Context: an optimization exercise on an open-source flow, tuned for small area, a short achievable clock period and few clock cycles. The choices shown serve that exercise and are no tape-out recipe.
In this exercise RTL edits were held to simulation tests only and were not proved equivalent to the original.
Power is estimated from default activity; no workload was simulated.

<file path="flow/run.sh">
#!/bin/bash
# synth_recipe.tcl (not shown) runs the flow's synth.tcl, then flattens the netlist and writes it again
# the make line also repeats each setting of config.mk as NAME=value (left out here)
make -C /OpenROAD-flow-scripts/flow DESIGN_CONFIG=/design/flow/config.mk WORK_HOME=/design/flow/orfs CLKGATE_MAP_FILE= SYNTH_SCRIPT=/design/flow/synth_recipe.tcl finish
</file>
<file path="flow/config.mk">
export PLATFORM = sky130hd
export DESIGN_NAME = mips_cpu_bus
export DESIGN_NICKNAME = mips_cpu_bus
export VERILOG_FILES = /design/flow/design.v
export SDC_FILE = /design/flow/constraint.sdc
export NUM_CORES = 4
export LEC_CHECK = 0
export CAP_MARGIN = 20
export CORE_MARGIN = 2
export CORE_UTILIZATION = 30
export PLACE_DENSITY = 0.55
export SLEW_MARGIN = 20
</file>
<file path="flow/constraint.sdc">
create_clock -name core_clock -period 12.0 [get_ports {clk}]
set_input_delay 2.4000 -clock core_clock [delete_from_list [all_inputs] [get_ports {clk}]]
set_output_delay 2.4000 -clock core_clock [all_outputs]
set_load 0.01 [all_outputs]
</file>
<file path="flow/design.v">
package isa_pkg;
  localparam int OPCODE_W   = 6;
  localparam int FUNCT_W    = 6;
  localparam int REG_ADDR_W = 5;
  localparam int SHAMT_W    = 5;
  localparam int IMM_W      = 16;
  localparam int JIDX_W     = 26;   
  typedef enum logic [OPCODE_W-1:0] {
    OP_RTYPE = 6'h00,
    OP_J     = 6'h02,
    OP_BEQ   = 6'h04,
    OP_BNE   = 6'h05,
    OP_ADDIU = 6'h09,
    OP_SLTI  = 6'h0A,
    OP_ANDI  = 6'h0C,
    OP_ORI   = 6'h0D,
    OP_XORI  = 6'h0E,
    OP_LUI   = 6'h0F,
    OP_LW    = 6'h23,
    OP_SW    = 6'h2B
  } opcode_t;
  typedef enum logic [FUNCT_W-1:0] {
    F_SLL  = 6'h00,
    F_SRL  = 6'h02,
    F_JR   = 6'h08,
    F_ADDU = 6'h21,
    F_SUBU = 6'h23,
    F_AND  = 6'h24,
    F_OR   = 6'h25,
    F_XOR  = 6'h26,
    F_SLT  = 6'h2A
  } funct_t;
endpackage
package cpu_pkg;
  typedef enum logic [2:0] {
    S_FETCH,
    S_DECODE,
    S_EXEC,
    S_MEM,
    S_WB,
    S_HALT
  } state_t;
  typedef enum logic [3:0] {
    A_ADD, A_SUB, A_AND, A_OR, A_XOR, A_SLT, A_SLL, A_SRL, A_LUI
  } alu_op_t;
endpackage
module fsm (
  input  logic             clk,
  input  logic             rst_i,
  input  logic             stall_i,
  input  logic             is_mem_i,
  input  logic             is_halt_i,
  output cpu_pkg::state_t  state_o,
  output logic             active_o
);
  cpu_pkg::state_t state_q, state_d;
  always_comb begin
    state_d = state_q;
    case (state_q)
      cpu_pkg::S_FETCH:  if (!stall_i) state_d = cpu_pkg::S_DECODE;
      cpu_pkg::S_DECODE: state_d = cpu_pkg::S_EXEC;
      cpu_pkg::S_EXEC: begin
        if (is_halt_i) state_d = cpu_pkg::S_HALT;
        else if (is_mem_i) state_d = cpu_pkg::S_MEM;
        else state_d = cpu_pkg::S_WB;
      end
      cpu_pkg::S_MEM:    if (!stall_i) state_d = is_mem_i ? cpu_pkg::S_WB : cpu_pkg::S_FETCH;
      cpu_pkg::S_WB:     state_d = cpu_pkg::S_FETCH;
      cpu_pkg::S_HALT:   if (active_o) state_d = cpu_pkg::S_FETCH;   
      default:  state_d = cpu_pkg::S_FETCH;
    endcase
  end
  always_ff @(posedge clk) begin
    if (rst_i) begin
      state_q  <= cpu_pkg::S_HALT;   
      active_o <= 1'b1;
    end else begin
      state_q <= state_d;
      if (state_d == cpu_pkg::S_HALT) active_o <= 1'b0;
    end
  end
  assign state_o = state_q;
endmodule
module control (
  input  cpu_pkg::state_t   state_i,
  input  isa_pkg::opcode_t  opcode_i,
  input  isa_pkg::funct_t   funct_i,
  input  logic              halt_jump_i,
  output logic              pc_wen_o, ir_wen_o, reg_wen_o, reg_dst_rd_o, reg_from_mem_o,
  output logic              alu_src_imm_o, mem_addr_sel_o,
  output logic              branch_eq_o, branch_ne_o, jump_o, jump_reg_o,
  output logic              read_o, write_o, is_mem_o, is_halt_o,
  output cpu_pkg::alu_op_t  alu_op_o
);
  logic rtype, is_load, is_store, writes_reg;
  assign rtype    = (opcode_i == isa_pkg::OP_RTYPE);
  assign is_load  = (opcode_i == isa_pkg::OP_LW);
  assign is_store = (opcode_i == isa_pkg::OP_SW);
  assign branch_eq_o = (opcode_i == isa_pkg::OP_BEQ);
  assign branch_ne_o = (opcode_i == isa_pkg::OP_BNE);
  assign jump_o      = (opcode_i == isa_pkg::OP_J);
  assign jump_reg_o  = rtype && (funct_i == isa_pkg::F_JR);
  assign alu_src_imm_o  = !rtype && !branch_eq_o && !branch_ne_o;
  assign reg_dst_rd_o   = rtype;
  assign reg_from_mem_o = is_load;
  assign writes_reg = rtype ? !jump_reg_o
                            : !(is_load || is_store || branch_eq_o || branch_ne_o || jump_o);
  assign ir_wen_o       = (state_i == cpu_pkg::S_FETCH);
  assign pc_wen_o       = (state_i == cpu_pkg::S_EXEC);   
  assign mem_addr_sel_o = (state_i == cpu_pkg::S_MEM);
  assign read_o  = (state_i == cpu_pkg::S_FETCH) || (state_i == cpu_pkg::S_MEM && is_load);
  assign write_o = (state_i == cpu_pkg::S_MEM) && is_store;
  assign reg_wen_o = (state_i == cpu_pkg::S_WB && writes_reg) || (state_i == cpu_pkg::S_MEM && is_load);
  assign is_mem_o  = (state_i == cpu_pkg::S_MEM) ? is_load : (is_load || is_store);
  assign is_halt_o = (state_i == cpu_pkg::S_EXEC) && halt_jump_i;
  always_comb begin
    alu_op_o = cpu_pkg::A_ADD;   
    case (opcode_i)
      isa_pkg::OP_RTYPE: begin
        case (funct_i)
          isa_pkg::F_SUBU:  alu_op_o = cpu_pkg::A_SUB;
          isa_pkg::F_AND:   alu_op_o = cpu_pkg::A_AND;
          isa_pkg::F_OR:    alu_op_o = cpu_pkg::A_OR;
          isa_pkg::F_XOR:   alu_op_o = cpu_pkg::A_XOR;
          isa_pkg::F_SLT:   alu_op_o = cpu_pkg::A_SLT;
          isa_pkg::F_SLL:   alu_op_o = cpu_pkg::A_SLL;
          isa_pkg::F_SRL:   alu_op_o = cpu_pkg::A_SRL;
          default: alu_op_o = cpu_pkg::A_ADD;
        endcase
      end
      isa_pkg::OP_BEQ, isa_pkg::OP_BNE: alu_op_o = cpu_pkg::A_SUB;
      isa_pkg::OP_SLTI: alu_op_o = cpu_pkg::A_SLT;
      isa_pkg::OP_ANDI: alu_op_o = cpu_pkg::A_AND;
      isa_pkg::OP_ORI:  alu_op_o = cpu_pkg::A_OR;
      isa_pkg::OP_XORI: alu_op_o = cpu_pkg::A_XOR;
      isa_pkg::OP_LUI:  alu_op_o = cpu_pkg::A_LUI;
      default: alu_op_o = cpu_pkg::A_ADD;
    endcase
  end
endmodule
module pc #(
  parameter logic [31:0] RESET_VECTOR = 32'hBFC00000
) (
  input  logic        clk,
  input  logic        rst_i,
  input  logic        wen_i,
  input  logic        branch_eq_i, branch_ne_i, jump_i, jump_reg_i, zero_i,
  input  logic [31:0] offset_i, target_i, rs_data_i,
  output logic [31:0] pc_o,
  output logic        halt_jump_o
);
  logic [31:0] pc_q, pc_plus4, pc_next;
  logic        taken;
  assign pc_plus4 = pc_q + 32'd4;
  assign taken    = (branch_eq_i && zero_i) || (branch_ne_i && !zero_i);
  always_comb begin
    if (jump_reg_i) pc_next = rs_data_i;
    else if (jump_i) pc_next = {pc_plus4[31:28], target_i[27:0]};   
    else if (taken) pc_next = pc_plus4 + {offset_i[29:0], 2'b00};
    else pc_next = pc_plus4;
  end
  always_ff @(posedge clk) begin
    if (rst_i) pc_q <= RESET_VECTOR;
    else if (wen_i) pc_q <= pc_next;
  end
  assign halt_jump_o = (jump_i || jump_reg_i) && (pc_next == 32'd0);
  assign pc_o        = pc_q;
endmodule
module ir (
  input  logic                            clk,
  input  logic                            rst_i,
  input  logic                            wen_i,
  input  logic [31:0]                     instr_i,
  output isa_pkg::opcode_t                opcode_o,
  output isa_pkg::funct_t                 funct_o,
  output logic [isa_pkg::REG_ADDR_W-1:0]  rs_o, rt_o, rd_o,
  output logic [isa_pkg::SHAMT_W-1:0]     shamt_o,
  output logic [31:0]                     imm_sext_o, imm_zext_o, jtarget_o
);
  logic [31:0]      instr_q;
  logic [isa_pkg::IMM_W-1:0] imm;
  always_ff @(posedge clk) begin
    if (rst_i) instr_q <= '0;
    else if (wen_i) instr_q <= instr_i;
  end
  assign opcode_o = isa_pkg::opcode_t'(instr_q[31 -: isa_pkg::OPCODE_W]);
  assign rs_o     = instr_q[25:21];
  assign rt_o     = instr_q[20:16];
  assign rd_o     = instr_q[15:11];
  assign shamt_o  = instr_q[10:6];
  assign funct_o  = isa_pkg::funct_t'(instr_q[isa_pkg::FUNCT_W-1:0]);
  assign imm        = instr_q[isa_pkg::IMM_W-1:0];
  assign imm_sext_o = {{(32 - isa_pkg::IMM_W){imm[isa_pkg::IMM_W-1]}}, imm};
  assign imm_zext_o = {{(32 - isa_pkg::IMM_W){1'b0}}, imm};
  assign jtarget_o  = {{(30 - isa_pkg::JIDX_W){1'b0}}, instr_q[isa_pkg::JIDX_W-1:0], 2'b00};   
endmodule
module regfile (
  input  logic                            clk,
  input  logic                            rst_i,
  input  logic                            wen_i,
  input  logic [isa_pkg::REG_ADDR_W-1:0]  addr_1_i, addr_2_i, addr_3_i,
  input  logic [31:0]                     write_data_3_i,
  output logic [31:0]                     read_data_1_o, read_data_2_o, v0_o
);
  localparam int NREGS = 2 ** isa_pkg::REG_ADDR_W;
  logic [31:0] regs [NREGS];
  always_ff @(posedge clk) begin
    if (rst_i) begin
      for (int i = 0; i < NREGS; i++) begin
        regs[i] <= '0;
      end
    end else if (wen_i && addr_3_i != '0) begin   
      regs[addr_3_i] <= write_data_3_i;
    end
  end
  assign read_data_1_o = regs[addr_1_i];
  assign read_data_2_o = regs[addr_2_i];
  assign v0_o          = regs[2];
endmodule
module alu (
  input  cpu_pkg::alu_op_t  op_i,
  input  logic              src_imm_i,
  input  logic              logic_imm_i,
  input  logic              from_mem_i,
  input  logic [31:0]       a_i, b_i, imm_sext_i, imm_zext_i, mem_data_i,
  input  logic [4:0]        shamt_i,
  output logic [31:0]       result_o, wb_data_o,
  output logic              zero_o
);
  logic [31:0] imm, op_b;
  assign imm  = logic_imm_i ? imm_zext_i : imm_sext_i;
  assign op_b = src_imm_i ? imm : b_i;
  always_comb begin
    case (op_i)
      cpu_pkg::A_ADD:   result_o = a_i + op_b;
      cpu_pkg::A_SUB:   result_o = a_i - op_b;
      cpu_pkg::A_AND:   result_o = a_i & op_b;
      cpu_pkg::A_OR:    result_o = a_i | op_b;
      cpu_pkg::A_XOR:   result_o = a_i ^ op_b;
      cpu_pkg::A_SLT:   result_o = {31'd0, $signed(a_i) < $signed(op_b)};
      cpu_pkg::A_SLL:   result_o = op_b << shamt_i;   
      cpu_pkg::A_SRL:   result_o = op_b >> shamt_i;
      cpu_pkg::A_LUI:   result_o = {op_b[15:0], 16'h0000};
      default: result_o = a_i + op_b;
    endcase
  end
  assign zero_o = (a_i == op_b);
  assign wb_data_o = from_mem_i ? mem_data_i : result_o;
endmodule
module mips_cpu_bus #(
  parameter logic [31:0] RESET_VECTOR = 32'hBFC00000
) (
  input  logic        clk,
  input  logic        rst_i,
  output logic        active_o,
  output logic [31:0] register_v0_o,
  output logic [31:0] address_o,
  output logic        write_o,
  output logic        read_o,
  input  logic        waitrequest_i,
  output logic [31:0] writedata_o,
  input  logic [31:0] readdata_i
);
  cpu_pkg::state_t  state;
  isa_pkg::opcode_t opcode;
  isa_pkg::funct_t  funct;
  cpu_pkg::alu_op_t alu_op;
  logic is_mem, is_halt, halt_jump;
  logic pc_wen, ir_wen, reg_wen, reg_dst_rd, reg_from_mem, alu_src_imm, mem_addr_sel;
  logic branch_eq, branch_ne, jump, jump_reg;
  logic xfer_wait, ir_load, reg_load, logic_imm, alu_zero;
  logic [isa_pkg::REG_ADDR_W-1:0] rs, rt, rd, reg_waddr;
  logic [isa_pkg::SHAMT_W-1:0] shamt;
  logic [31:0] pc_q, imm_sext, imm_zext, jtarget;
  logic [31:0] rdata_1, rdata_2, alu_result, wb_data;
  assign xfer_wait = (read_o | write_o) & waitrequest_i;
  assign ir_load   = ir_wen & ~xfer_wait;
  assign reg_load  = reg_wen & ~xfer_wait;
  assign reg_waddr = reg_dst_rd ? rd : rt;
  assign logic_imm = (alu_op == cpu_pkg::A_AND) || (alu_op == cpu_pkg::A_OR) || (alu_op == cpu_pkg::A_XOR);   
  fsm u_fsm (
    .clk(clk), .rst_i(rst_i), .stall_i(waitrequest_i), .is_mem_i(is_mem),
    .is_halt_i(is_halt), .state_o(state), .active_o(active_o)
  );
  control u_control (
    .state_i(state), .opcode_i(opcode), .funct_i(funct), .halt_jump_i(halt_jump),
    .pc_wen_o(pc_wen), .ir_wen_o(ir_wen), .reg_wen_o(reg_wen), .reg_dst_rd_o(reg_dst_rd),
    .reg_from_mem_o(reg_from_mem), .alu_src_imm_o(alu_src_imm),
    .mem_addr_sel_o(mem_addr_sel), .branch_eq_o(branch_eq), .branch_ne_o(branch_ne),
    .jump_o(jump), .jump_reg_o(jump_reg), .read_o(read_o), .write_o(write_o),
    .is_mem_o(is_mem), .is_halt_o(is_halt), .alu_op_o(alu_op)
  );
  pc #(.RESET_VECTOR(RESET_VECTOR)) u_pc (
    .clk(clk), .rst_i(rst_i), .wen_i(pc_wen), .branch_eq_i(branch_eq),
    .branch_ne_i(branch_ne), .jump_i(jump), .jump_reg_i(jump_reg), .zero_i(alu_zero),
    .offset_i(imm_sext), .target_i(jtarget), .rs_data_i(rdata_1),
    .pc_o(pc_q), .halt_jump_o(halt_jump)
  );
  ir u_ir (
    .clk(clk), .rst_i(rst_i), .wen_i(ir_load), .instr_i(readdata_i),
    .opcode_o(opcode), .funct_o(funct), .rs_o(rs), .rt_o(rt), .rd_o(rd), .shamt_o(shamt),
    .imm_sext_o(imm_sext), .imm_zext_o(imm_zext), .jtarget_o(jtarget)
  );
  regfile u_regfile (
    .clk(clk), .rst_i(rst_i), .wen_i(reg_load), .addr_1_i(rs), .addr_2_i(rt),
    .addr_3_i(reg_waddr), .write_data_3_i(wb_data), .read_data_1_o(rdata_1),
    .read_data_2_o(rdata_2), .v0_o(register_v0_o)
  );
  alu u_alu (
    .op_i(alu_op), .src_imm_i(alu_src_imm), .logic_imm_i(logic_imm),
    .from_mem_i(reg_from_mem), .a_i(rdata_1), .b_i(rdata_2), .imm_sext_i(imm_sext),
    .imm_zext_i(imm_zext), .mem_data_i(readdata_i), .shamt_i(shamt),
    .result_o(alu_result), .wb_data_o(wb_data), .zero_o(alu_zero)
  );
  assign address_o   = mem_addr_sel ? alu_result : pc_q;   
  assign writedata_o = rdata_2;
endmodule
</file>
==> results.yml <==
timing:
  fin_crit_ns: 11.45
  period_share_pct: 95.43
  fmax_mhz: 87.33
  tightest_slew_ns: 1.177
  finClkSkew_ns: 0.04632
  finalHoldViolations: 0
  fin_setup_tns_ns: 0
  setup_viol: 0
  drv_slew: 0
  rsz0062_at_grt: "false"
  slew_headroom_pct: 20.94
placement:
  hpwl_mm: 232.4
  io_buffers: 133
  postPlaceCellArea_um2: 74320
  routabilityCongestion: 1.036
global_route:
  grt_pass1_vias: 57350
  grt_pass1_wl_mm: 480.9
  groute.usage.overall_pct: 29.69
  grt_max_degree: 93
  overflow: 0
  antenna_found_initial: 11
synthesis:
  synth.avg_cell_area_um2: 10.83
  synth_top_area_share_pct: 44.72
  yosys.area_share.simple_pct: 13.32
  ys.flop_type: "edfxtp_1"
  synthAdderAreaFrac_pct: 2.380
  synth_xor_area_share_pct: 0.8406
  synthArstFlopShare_pct: 0
  synth_enable_flop_cells: 1024
  synth_top_family_by_area: "multiplexers"
  syn-cell-area_um2: 68760
  ys.warnings.count: 6
  synth.area.mux_share_pct: 19.34
  synthTopCellsByArea: "edfxtp_1, mux4_2, mux2i_1, nor2_1, a22oi_1"
  yosys.area.top_type: "edfxtp_1"
  ys_types: 91
  synth_compound_area_share_pct: 12.81
  synth_seq_cells: 1102
  ys_seq_area_share_pct: 46.99
  syn_inst: 6348
cts:
  cts_setup_buffers: 0
  cts_resized: 0
  cts_tree: "done"
  clkLatencyLatePin_ns: 0.81
  clkTransAtPathRegs_ns: 0.06
  cts_max_level: 3
  cts.sinks: 1102
  cts_buffer_depth: 3
  cts_buffers: 120
  cts_root_buf: "clkbuf_16"
  ctsHoldBuffers: 0
critical_path:
  reg2regPathDepth: 19
  startpoint_type: "flop"
  critPathCaptureType: "primary output"
  crit_type: "flop to primary output"
  regToRegEndpoint: "u_fsm.active_o"
  path_max_fanout: 20
  required_ns: 9.60
  arrival_ns: 9.05
  r2r_slack_ns: 3.05
floorplanning:
  die_area_um2: 233100
  die_w_um: 482.8
  ioPinCount: 134
  num_rows: 175
  initial_core_util_pct: 30.20
  coreArea_um2: 227700
  die_h_um: 482.8
cells_and_area:
  area_growth_pct: 13.78
  final_layout_size_suffix_gt1_share_pct: 14.61
  nets: 6468
  seqCellArea_um2: 32330
  nFillCells: 22760
  multi_input_area_um2: 34180
  finalInstanceArea_um2: 78240
power:
  power_leakage_uw: 0.02584
  ir_drop_mv: 0.1276
  power.density_nw_per_um2: 151.8
drt:
  viasPerCell: 6.472
  drt_iter0_drc: 10670
  vias: 60970
  drc: 0
  drt-total-wl_mm: 357.2
  antenna_left: 0
  drtPass1Iterations: 7
  post_drt_wl_per_cell_um: 37.92
min_path:
  hold-path-cell-count: 2
  min_from: "u_fsm.active_o"
  hold_class: "flop to flop"
  min_to: "u_fsm.active_o"
job:
  max_cap_viol_count: 0
outcome:
  status: "complete, no violations"
[kinds of logic after synthesis]
kind of cell | Yosys count
adders and majority gates | 129
AOI/OAI and AO/OA | 1264
xor gates and xnor gates | 66
and+or+nand+nor | 2086
buffers and inverters | 741
other | 1
muxes | 959
DFF | 1102
[cell usage after synthesis (48+ instances only)]
cell type	n
mux4_2	294
o22ai_1	49
a21o_1	48
buf_1	58
a21oi_1	239
ha_1	126
clkbuf_1	425
nor2_1	1099
a22oi_1	291
nand4_1	89
nor3_1	202
a211oi_1	94
nand2_1	389
edfxtp_1	1024
dfxtp_1	78
nand3_1	68
mux2i_1	647
buf_2	116
o21ai_0	150
inv_1	128
[power breakdown]
part	internal (uW)	switching [uW]
Clock	2110	1670
Combinational	975	2710
Sequential	4320	99.3
[registers in the layout, indices dropped and copies added, names as in the netlist, named ones only]
| signal | cells |
|---|---|
| u_fsm.state_q | 3 |
| u_regfile.regs | 1024 |
| u_ir.instr_q | 32 |
| u_fsm.active_o | 1 |
| u_pc.pc_q | 32 |
[metal layers]
layer	global-route usage [%]	part of all wire [%]	vias up
met5	0	0.015	-
met4	17.99	7.3	8
met3	8.793	14	1105
met2	43.60	42	5243
met1	38.45	37	30590
li1	-	-	24030
[metrics by stage]
step | hold slack [ns] | util, % | power (uW) | worst slack, ns | std cells
floorplan | 0.4473 | - | 6396 | 3.474 | 6379
global placement | 0.5157 | 32.63 | 8010 | 1.588 | 9191
detailed placement | 0.5004 | 32.64 | 7995 | 1.698 | 9191
CTS | 0.5089 | 34.35 | 11710 | 0.7986 | 9417
global route | 0.5350 | 34.36 | 12090 | 0.2957 | 9417
finish | 0.5135 | 34.36 | 11880 | 0.5487 | 9421
[critical path, stage by stage (launching register included)]
cell and delay (ns):
dfxtp_1 0.88, and4b_2 0.68, a22oi_1 0.33, nand4_1 0.27, o31ai_1 0.95, inv_1 0.50
ha_1 0.52, o21bai_1 0.21, a21oi_1 0.16, o21ai_0 0.56, a31oi_1 0.35, a21o_1 0.30
a221oi_1 0.46, nor4_1 0.12, o21a_1 0.20, nor3_1 0.43, o21ai_0 0.48, nand2_1 0.26
clkdlybuf4s50_1 0.56
[worst max path at each step]
stage,from,end,slack [ns],depth (start not counted)
after floorplan,flop,address_o[29],3.47,23
after global placement,flop,address_o[31],1.59,17
after detailed placement,flop,address_o[31],1.70,17
after CTS,flop,address_o[31],0.80,17
after global routing,flop,address_o[18],0.30,18
final,flop,address_o[18],0.55,18
[layout by cell type, fill, tap and decap left out, drive strengths merged, types with 17 or more instances in the layout]
| cell type | count |
|---|---|
| a211o | 17 |
| and3 | 25 |
| dfxtp | 78 |
| nor4 | 32 |
| a21o | 48 |
| a22oi | 291 |
| o21a | 20 |
| mux4 | 294 |
| o21bai | 22 |
| a211oi | 94 |
| nand4 | 90 |
| o211ai | 46 |
| and2 | 29 |
| nand2 | 389 |
| o31ai | 47 |
| conb | 32 |
| mux2 | 18 |
| ha | 126 |
| o21ai | 152 |
| nand2b | 27 |
| clkbuf | 145 |
| a2111oi | 17 |
| buf | 280 |
| a31oi | 28 |
| clkinv | 61 |
| edfxtp | 1024 |
| nor2 | 1100 |
| o22ai | 49 |
| inv | 135 |
| xor2 | 21 |
| nand3 | 68 |
| nor3 | 202 |
| or3 | 26 |
| clkdlybuf4s50 | 132 |
| o221ai | 22 |
| nor2b | 28 |
| a221oi | 31 |
| mux2i | 647 |
| a21oi | 239 |
| xnor2 | 45 |
[final cells by class]
type                       count  share of cell area [%]
clock buffer                 145                   3.971
antenna                        4                 0.01279
timing repair buffer         412                   4.535
tap                         3009                   4.812
inverter                     132                  0.6348
sequential                  1102                   41.32
multi-input combinational   4536                   43.68
clock inverter                81                   1.031
Testbench counts, summed over its fixed seeds: cycles 175,587.

[re-timing with driven ports]
No port has a modelled driver above. Below, the same layout with a new extraction and two added sets of constraints. Step 1 assumes that a clkbuf_16 drives the clock port and a buf_2 every other input. Step 2 times the ports against the registers' clock, not the clock port: input delays grow and output delays shrink by t, the midpoint of the rising clock arrivals with the driver on. a / b / c = ideal ports / drivers / drivers and shift; a / b = the first two.
t, ns: 0.880
setup slack, ns: 0.549 / 0.452 / 1.332
hold WS [ns]: 0.513 / 0.513 / 0.513
worst register clock-pin slew, ns: 0.07 / 0.07
worst data-port slew with drivers (ns): 0.05
After both steps this run still meets setup and hold. The setup slack of this run moves by -0.097 ns with the drivers and by +0.783 ns with both steps.
